Source: an optimization exercise on an open RTL-to-GDS flow (aim: small area, a short achievable clock period and few clock cycles). Production flows keep margins and buffers that such runs may drop. Function was checked by simulation only, so behaviour that the tests miss may differ from the original. Power figures rest on the tool's default switching activity, not on a simulated workload.

## design.v

```verilog
`timescale 1ns/1ps
`default_nettype none
package core_pkg;
	typedef logic [32-1:0]    word_t;      
	typedef logic [5-1:0] reg_idx_t;
	typedef enum logic [5:0]
	{
		OP_ADD  = 6'd0,
		OP_SUB  = 6'd1,
		OP_ADDI = 6'd4,
		OP_LW   = 6'd5,
		OP_SW   = 6'd6,
		OP_AND  = 6'd7,
		OP_OR   = 6'd8,
		OP_XOR  = 6'd9,
		OP_BEQ  = 6'd10,
		OP_BNE  = 6'd11,
		OP_SLT  = 6'd12,
		OP_EOF  = 6'd19
	} opcode_t;
	typedef enum logic [1:0]
	{
		ST_R_TYPE   = 2'd0,
		ST_I_TYPE   = 2'd1,
		ST_OVERFLOW = 2'd2,
		ST_EOF      = 2'd3
	} status_t;
	typedef enum logic [2:0]
	{
		S_IDLE,
		S_FETCH,
		S_DECODE,
		S_EXEC,
		S_WB,
		S_NEXT,
		S_HALT_OVF,
		S_HALT_EOF
	} fsm_state_t;
endpackage
`default_nettype wire
`timescale 1ns/1ps
`default_nettype none
module reg_file
(
	input  wire         clk,
	input  wire         i_rst_n,
	input  wire         i_we,
	input  wire  [4:0]  i_waddr,
	input  wire  [31:0] i_wdata,
	input  wire  [4:0]  i_raddr_a,
	input  wire  [4:0]  i_raddr_b,
	output logic [31:0] o_rdata_a,
	output logic [31:0] o_rdata_b
);
	logic [31:0] regs [32];
	logic [32-1:0] valid;
	assign o_rdata_a = valid[i_raddr_a] ? regs[i_raddr_a] : 32'd0;
	assign o_rdata_b = valid[i_raddr_b] ? regs[i_raddr_b] : 32'd0;
	always_ff @(posedge clk)
	begin
		if (i_we)
			regs[i_waddr] <= i_wdata;        
	end
	always_ff @(posedge clk or negedge i_rst_n)
	begin
		if (!i_rst_n)
			valid <= '0;
		else if (i_we)
			valid[i_waddr] <= 1'b1;
	end
endmodule
`default_nettype wire
`timescale 1ns/1ps
`default_nettype none
module core_top
(
	input  wire     clk,
	input  wire     i_rst_n,
	output core_pkg::word_t   o_i_addr,
	input  core_pkg::word_t   i_i_inst,
	output logic    o_d_we,
	output core_pkg::word_t   o_d_addr,
	output core_pkg::word_t   o_d_wdata,
	input  core_pkg::word_t   i_d_rdata,
	output core_pkg::status_t o_status,
	output logic    o_status_valid
);
	logic [31:0] pc_f;           
	logic        started;        
	logic        halted;
	logic        halt_eof;       
	logic        e_valid;
	logic [31:0] e_a;            
	logic [31:0] e_b;            
	logic [31:0] e_x;            
	logic        e_tgt_bad;      
	logic [4:0]  e_rd;
	logic        e_wr;
	logic        e_rtype;
	logic        e_add, e_sub, e_and, e_or, e_xor, e_slt;
	logic        e_addi, e_lw, e_sw, e_beq, e_bne;
	logic [31:0] sum, diff, result, wdata;
	logic        add_ovf, sub_ovf, mem_bad, lt, eq, br_cond, redirect, e_ovf;
	assign sum  = e_a + e_b;
	assign diff = e_a - e_b;
	assign add_ovf = (e_a[31] == e_b[31]) && (sum[31] != e_a[31]);
	assign sub_ovf = (e_a[31] != e_b[31]) && (diff[31] != e_a[31]);
	assign mem_bad = |sum[31:8];
	assign lt      = diff[31] ^ sub_ovf;
	assign eq      = (e_a == e_b);
	assign br_cond = e_beq ? eq : !eq;
	assign redirect = e_valid && (e_beq || e_bne) && br_cond && !e_tgt_bad;
	assign e_ovf = ((e_add || e_addi) && add_ovf) || (e_sub && sub_ovf) ||
		((e_lw || e_sw) && mem_bad) || ((e_beq || e_bne) && br_cond && e_tgt_bad);
	always_comb
	begin
		result = sum;
		if (e_sub) result = diff;
		if (e_and) result = e_a & e_b;
		if (e_or)  result = e_a | e_b;
		if (e_xor) result = e_a ^ e_b;
		if (e_slt) result = {31'd0, lt};
	end
	assign wdata = e_lw ? i_d_rdata : result;
	logic rf_we;
	assign rf_we = e_valid && e_wr && !e_ovf;
	assign o_d_addr       = sum;
	assign o_d_wdata      = e_x;
	assign o_d_we         = e_valid && e_sw && !mem_bad;
	assign o_i_addr       = redirect ? e_x : pc_f;
	assign o_status_valid = halted || (e_valid && !e_ovf);
	assign o_status       = core_pkg::status_t'(halted ? {1'b1, halt_eof} : {1'b0, !e_rtype});
	logic [5:0]  op;
	logic [4:0]  ra, rb;
	logic [31:0] imm;
	logic [31:0] rf_a, rf_b, fa, fb, tgt;
	logic        f_rtype, f_imm, f_wr, f_branch, f_eof, f_stall;
	logic [32:0] tgt_x;
	assign op  = i_i_inst[31:26];
	assign ra  = i_i_inst[25:21];
	assign rb  = i_i_inst[20:16];
	assign imm = {{16{i_i_inst[15]}}, i_i_inst[15:0]};
	assign f_rtype  = (op == 6'd0) || (op == 6'd1) || (op == 6'd7) ||
		(op == 6'd8) || (op == 6'd9) || (op == 6'd12);
	assign f_imm    = (op == 6'd4) || (op == 6'd5) || (op == 6'd6);
	assign f_wr     = f_rtype || (op == 6'd4) || (op == 6'd5);
	assign f_branch = (op == 6'd10) || (op == 6'd11);
	assign f_eof    = (op == 6'd19);
	assign f_stall  = !started && (i_i_inst == 32'd0);
	reg_file u_regs (
		.clk       (clk),
		.i_rst_n   (i_rst_n),
		.i_we      (rf_we),
		.i_waddr   (e_rd),
		.i_wdata   (wdata),
		.i_raddr_a (ra),
		.i_raddr_b (rb),
		.o_rdata_a (rf_a),
		.o_rdata_b (rf_b)
	);
	assign fa = (e_valid && e_wr && e_rd == ra) ? wdata : rf_a;
	assign fb = (e_valid && e_wr && e_rd == rb) ? wdata : rf_b;
	assign tgt   = o_i_addr + imm;
	assign tgt_x = {o_i_addr[31], o_i_addr} + {imm[31], imm};
	always_ff @(posedge clk or negedge i_rst_n)
	begin
		if (!i_rst_n)
		begin
			pc_f     <= 32'd0;
			started  <= 1'b0;
			halted   <= 1'b0;
			halt_eof <= 1'b0;
			e_valid  <= 1'b0;
		end
		else if (!halted)
		begin
			if (e_valid && e_ovf)
			begin
				halted   <= 1'b1;
				halt_eof <= 1'b0;
				pc_f     <= pc_f - 32'd4;        
				e_valid  <= 1'b0;
			end
			else if (f_eof)
			begin
				halted   <= 1'b1;
				halt_eof <= 1'b1;
				pc_f     <= o_i_addr;
				e_valid  <= 1'b0;
			end
			else if (f_stall)
				e_valid <= 1'b0;
			else
			begin
				started <= 1'b1;
				e_valid <= 1'b1;
				pc_f    <= o_i_addr + 4;
			end
		end
	end
	always_ff @(posedge clk)
	begin
		e_a       <= fa;
		e_b       <= f_imm ? imm : fb;
		e_x       <= f_branch ? tgt : fb;
		e_tgt_bad <= (tgt_x[32] != tgt_x[31]) || (tgt[31:12] != 20'd0);
		e_rd      <= f_rtype ? i_i_inst[15:11] : rb;
		e_wr      <= f_wr;
		e_rtype   <= f_rtype;
		e_add     <= (op == 6'd0);
		e_sub     <= (op == 6'd1);
		e_and     <= (op == 6'd7);
		e_or      <= (op == 6'd8);
		e_xor     <= (op == 6'd9);
		e_slt     <= (op == 6'd12);
		e_addi    <= (op == 6'd4);
		e_lw      <= (op == 6'd5);
		e_sw      <= (op == 6'd6);
		e_beq     <= (op == 6'd10);
		e_bne     <= (op == 6'd11);
	end
endmodule
`default_nettype wire
```

## run.sh

```bash
#!/bin/bash
# synth_recipe.tcl (not shown) runs the flow's synth.tcl, then flattens the netlist and writes it again
# the make line also repeats each setting of config.mk as NAME=value (left out here)
make -C /OpenROAD-flow-scripts/flow DESIGN_CONFIG=/design/flow/config.mk WORK_HOME=/design/flow/orfs CLKGATE_MAP_FILE= SYNTH_SCRIPT=/design/flow/synth_recipe.tcl finish
```

## config.mk

```make
export PLATFORM = sky130hd
export DESIGN_NAME = core_top
export DESIGN_NICKNAME = core_top
export VERILOG_FILES = /design/flow/design.v
export SDC_FILE = /design/flow/constraint.sdc
export NUM_CORES = 4
export LEC_CHECK = 0
export CAP_MARGIN = 20
export CORE_MARGIN = 2
export CORE_UTILIZATION = 30
export SLEW_MARGIN = 20
```

## constraint.sdc

```tcl
create_clock -name core_clock -period 12.0 [get_ports {clk}]
set_input_delay 2.4000 -clock core_clock [delete_from_list [all_inputs] [get_ports {clk}]]
set_output_delay 2.4000 -clock core_clock [all_outputs]
set_load 0.01 [all_outputs]
```

==> run_results.csv <==
group,metric,value,unit
min_path,whs_path_depth,1,
critical_path,max_stage_delay,0.59,ns
detailed_routing,vias_per_cell,5.84,
logic_synthesis,ys_types,99,
critical_path,reg2reg_depth,19,
cells_and_area,nets,4591,
detailed_routing,post_drt_wl_per_cell,30.3,µm
critical_path,reg2reg_to,"e_tgt_bad",
logic_synthesis,yosysWarningCount,2,
power,power,11800,µW
critical_path,path_class,"register to primary output",
global_routing,overflow,0,
clock_tree,clock_latency,0.78,ns
clock_tree,clk_pin_slew,0.07,ns
timing,finalHoldViolCount,0,
clock_tree,clockBufferDepth,3,
place,post-dp-hpwl,138000,µm
critical_path,arrival,6.50,ns
flow_run,drv_cap,0,
logic_synthesis,synth.most_common_cell,"edfxtp_1",
critical_path,r2r-start,"e_a[24]",
floorplanning,die_w,467,µm
timing,tightest_slew,1.12,ns
global_routing,grt_first_pass_wirelength,315000,µm
floorplanning,start_util,30.2,%
logic_synthesis,synthTopCellsByCount,"edfxtp_1 (1024), mux4_2 (651), nand2_1 (246), nor2_1 (229), a21oi_1 (215)",
global_routing,antenna_found_initial,3,
critical_path,r2r_slack,4.44,ns
critical_path,cp-start-kind,"register",
timing,drv_slew,0,
logic_synthesis,avgSynthCellArea,15.0,µm²
clock_tree,ctsResizeCount,0,
timing,fmax,112,MHz
cells_and_area,syn_to_final_growth,14.5,%
global_routing,grt_pass1_vias,42300,
logic_synthesis,ys.flop_type,"edfxtp_1",
timing,fin_tns_setup,0,ns
clock_tree,cts_root_buffer,"clkbuf_16",
timing,skew,0.0277,ns
clock_tree,cts_made_buffers,120,
floorplanning,num_rows,169,
detailed_routing,wirelength,221000,µm
place,place_area,69400,µm²
clock_tree,hold_buffers,0,
global_routing,grt.met3_usage,3.78,%
critical_path,worstPathCellList,"inv_1 > ha_1 > or4_4 > o21ai_0 > a31oi_1 > a21oi_1 > o311ai_1 > or2_2 > a31oi_1 > nor2_1 > o21bai_1 > fa_1 > xor2_1 > a31oi_1 > o31ai_1 > o21ba_2 > a21o_1 > clkdlybuf4s50_1",
detailed_routing,vias,42700,
power,max-vdd-ir-drop,0.120,mV
logic_synthesis,syn_area,64200,µm²
timing,finalCriticalPeriod,8.90,ns
power,total_leakage_power,0.0242,µW
place,gp_congestion,0.940,
clock_tree,cts_tree,"yes",
cells_and_area,n_fill_cell,20200,
global_routing,top_usage_layer,"met2",
logic_synthesis,synthCells,4286,
detailed_routing,drc,0,
logic_synthesis,synth_top_area_share,47.9,%
min_path,worst_hold_path_type,"register to register",
timing,whs,0.479,ns
logic_synthesis,synth_area_leaders,"edfxtp_1 (48%), mux4_2 (23%), dfxtp_1 (3.6%)",
critical_path,critPathCaptureType,"primary output",
global_routing,grt_usage,19.9,%
logic_synthesis,synth.net_count,4491,
place,port_buffers,165,
critical_path,crit_top_cell,"a31oi_1",
timing,max_slew_margin,25.2,%
place,place_ws,4.01,ns
logic_synthesis,yosysSeqAreaShare,54.1,%
min_path,worstHoldStart,"started",
timing,setup_ws,3.10,ns
detailed_routing,ant_nets,0,
clock_tree,cts.sinks,1207,
logic_synthesis,ys_ff_latch,1207,
logic_synthesis,synth_top_cell_by_area,"edfxtp_1",
critical_path,critPathSlowestCell,"or4_4",
min_path,holdPathEnd,"started",
cells_and_area,fin_area,73500,µm²
timing,setup_violations,0,
logic_synthesis,synth_edf_count,1024,
global_routing,use_met2,32.2,%
floorplanning,coreArea,213000,µm²
global_routing,grt_use_met1,26.6,%
timing,rsz0062_at_grt,"no",
detailed_routing,initialDrtViolationCount,5708,
detailed_routing,firstDrtPassIters,6,
floorplanning,ios,166,
global_routing,grt_max_degree,91,
timing,post-route-period-util,74.1,%
floorplanning,dieArea,218000,µm²
logic_synthesis,async_reset_ff_share,5.63,%
outcome,status,"complete, no violations",
critical_path,cp_data_required_time,9.60,ns
power,p_per_area,160,nW/µm²
floorplanning,chipHeight,467,µm
clock_tree,ctsHtreeMaxLevel,3,
critical_path,cp_max_fo,12,
clock_tree,post_cts_buffers,0,
cells_and_area,drive_above_1_share,24.3,%
## per-stage QoR
stage	util, %	cells
6_report	34.6	7313
4_1_cts	34.6	7309
3_3_place_gp	32.7	7083
5_1_grt	34.6	7311
2_1_floorplan	-	4286
3_5_place_dp	32.7	7083
## cell type report
class / count / area, µm² / area share (%)
clock inverters: 79 / 900 / 1.22
well taps: 2821 / 3530 / 4.80
inverters: 147 / 554 / 0.754
multi-input cells: 2628 / 28000 / 38.1
flip-flops and latches: 1207 / 34800 / 47.3
diodes: 2 / 5.00 / 0.00681
repair buffers: 282 / 2580 / 3.50
clock buffers: 147 / 3190 / 4.34
## power breakdown
part	leakage, µW	total, µW	internal [µW]	switching [µW]
sequential	0.0111	5110	4960	149
clock	0.00196	3950	2260	1700
combinational	0.0111	2690	982	1710
total	0.0242	11800	8200	3550
## per-layer routing
layer	up-vias	wire length (µm)
met1	22400	87800
li1	17600	-
met3	359	20600
met5	-	45
met2	2339	104000
met4	6	8350
## worst max-delay path: cells and delay by family (launching register included)
| family | cells | cell delay [ns] |
|---|---|---|
| buffers and inverters | 2 | 0.61 |
| AO/OA/AOI/OAI | 10 | 2.61 |
| flip-flops | 1 | 0.37 |
| XOR/XNOR | 1 | 0.18 |
| AND/OR/NAND/NOR | 3 | 1.02 |
| adder cells (fa/ha/maj) | 2 | 0.93 |
## worst max-delay path by stage
| stage | endpoint | start | slack (ns) | cells past startpoint |
|---|---|---|---|---|
| 2_1_floorplan | u_regs.regs[24][0] | e_a[11] | 4.05 | 22 |
| 3_3_place_gp | o_status_valid | e_a[6] | 4.08 | 18 |
| 3_5_place_dp | o_status_valid | e_a[6] | 4.01 | 18 |
| 4_1_cts | o_status_valid | e_a[6] | 3.16 | 18 |
| 5_1_grt | o_status_valid | e_a[10] | 2.83 | 19 |
| 6_report | o_status_valid | e_a[6] | 3.10 | 18 |
## state kept, by name (all words and copies together) (netlist names), 5 cells and up
register and cells:
e_rd 5, e_b 32, u_regs.valid 32, u_regs.regs 1024
e_a 32, pc_f 32, e_x 32
## logic make-up (layout without fill, tap and decap cells)
group,count (synthesis),count (layout),synth area share [%]
AND/OR/NAND/NOR,886,886,6.67
buffers and inverters,451,655,2.76
other,0,2,0
AO/OA/AOI/OAI,725,725,7.48
XOR/XNOR,97,97,1.32
multiplexers,781,781,24.9
flip-flops,1207,1207,54.1
adder cells (fa/ha/maj),139,139,2.75
## cells in the final DEF (no fill, tap or decap), types with 17 or more instances in the layout
cell / netlist / final
edfxtp_1: 1024 / 1024
mux4_2: 651 / 651
nand2_1: 246 / 244
a21oi_1: 215 / 213
nor2_1: 229 / 206
clkdlybuf4s50_1: 0 / 155
inv_1: 145 / 144
ha_1: 135 / 135
clkbuf_16: 0 / 124
buf_4: 4 / 117
dfxtp_1: 115 / 114
o21ai_0: 108 / 104
mux2i_1: 93 / 93
nand3_1: 88 / 88
dfrtp_1: 68 / 68
xnor2_1: 66 / 66
nor3_1: 67 / 57
a21o_1: 50 / 50
o31ai_1: 47 / 45
and3_1: 41 / 41
nand4_1: 37 / 37
o21bai_1: 35 / 35
mux2_2: 34 / 34
xor2_1: 31 / 31
or3_1: 30 / 30
o211ai_1: 30 / 30
nor4_1: 29 / 28
a31oi_1: 28 / 27
clkinv_1: 2 / 23
a211oi_1: 23 / 23
clkbuf_1: 200 / 23
nand2b_1: 23 / 22
nor2_4: 0 / 21
clkinv_2: 0 / 19
nor2b_1: 18 / 18
bufinv_16: 0 / 17
Testbench counts, summed over its fixed seeds: cycles 18,547.

==> what the ideal ports hide <==
The flow's constraints put no driver on any port. The routed layout listed below was extracted and timed again, unchanged, in two steps.
Step 1: set_driving_cell puts a clkbuf_16 on clk and a buf_2 on each other input, an assumption about the parent block.
Step 2 moves the port delays by t, midway between the first and last clock arrival at a register: inputs arrive t later, outputs are due t later. That takes back most of the time a late clock gives input paths.
a / b / c = ideal ports / drivers / drivers and shift; a / b = the first two.
t, ns: 0.855
setup WS [ns]: 3.104 / 3.010 / 3.866
hold slack, ns: 0.479 / 0.479 / 0.479
clock arrival spread, ns: 0.028 / 0.029
worst data-port slew with drivers (ns): 0.13
After both steps setup and hold are still met in this run. The setup slack of this run moves by -0.094 ns with the drivers and by +0.762 ns with both steps.
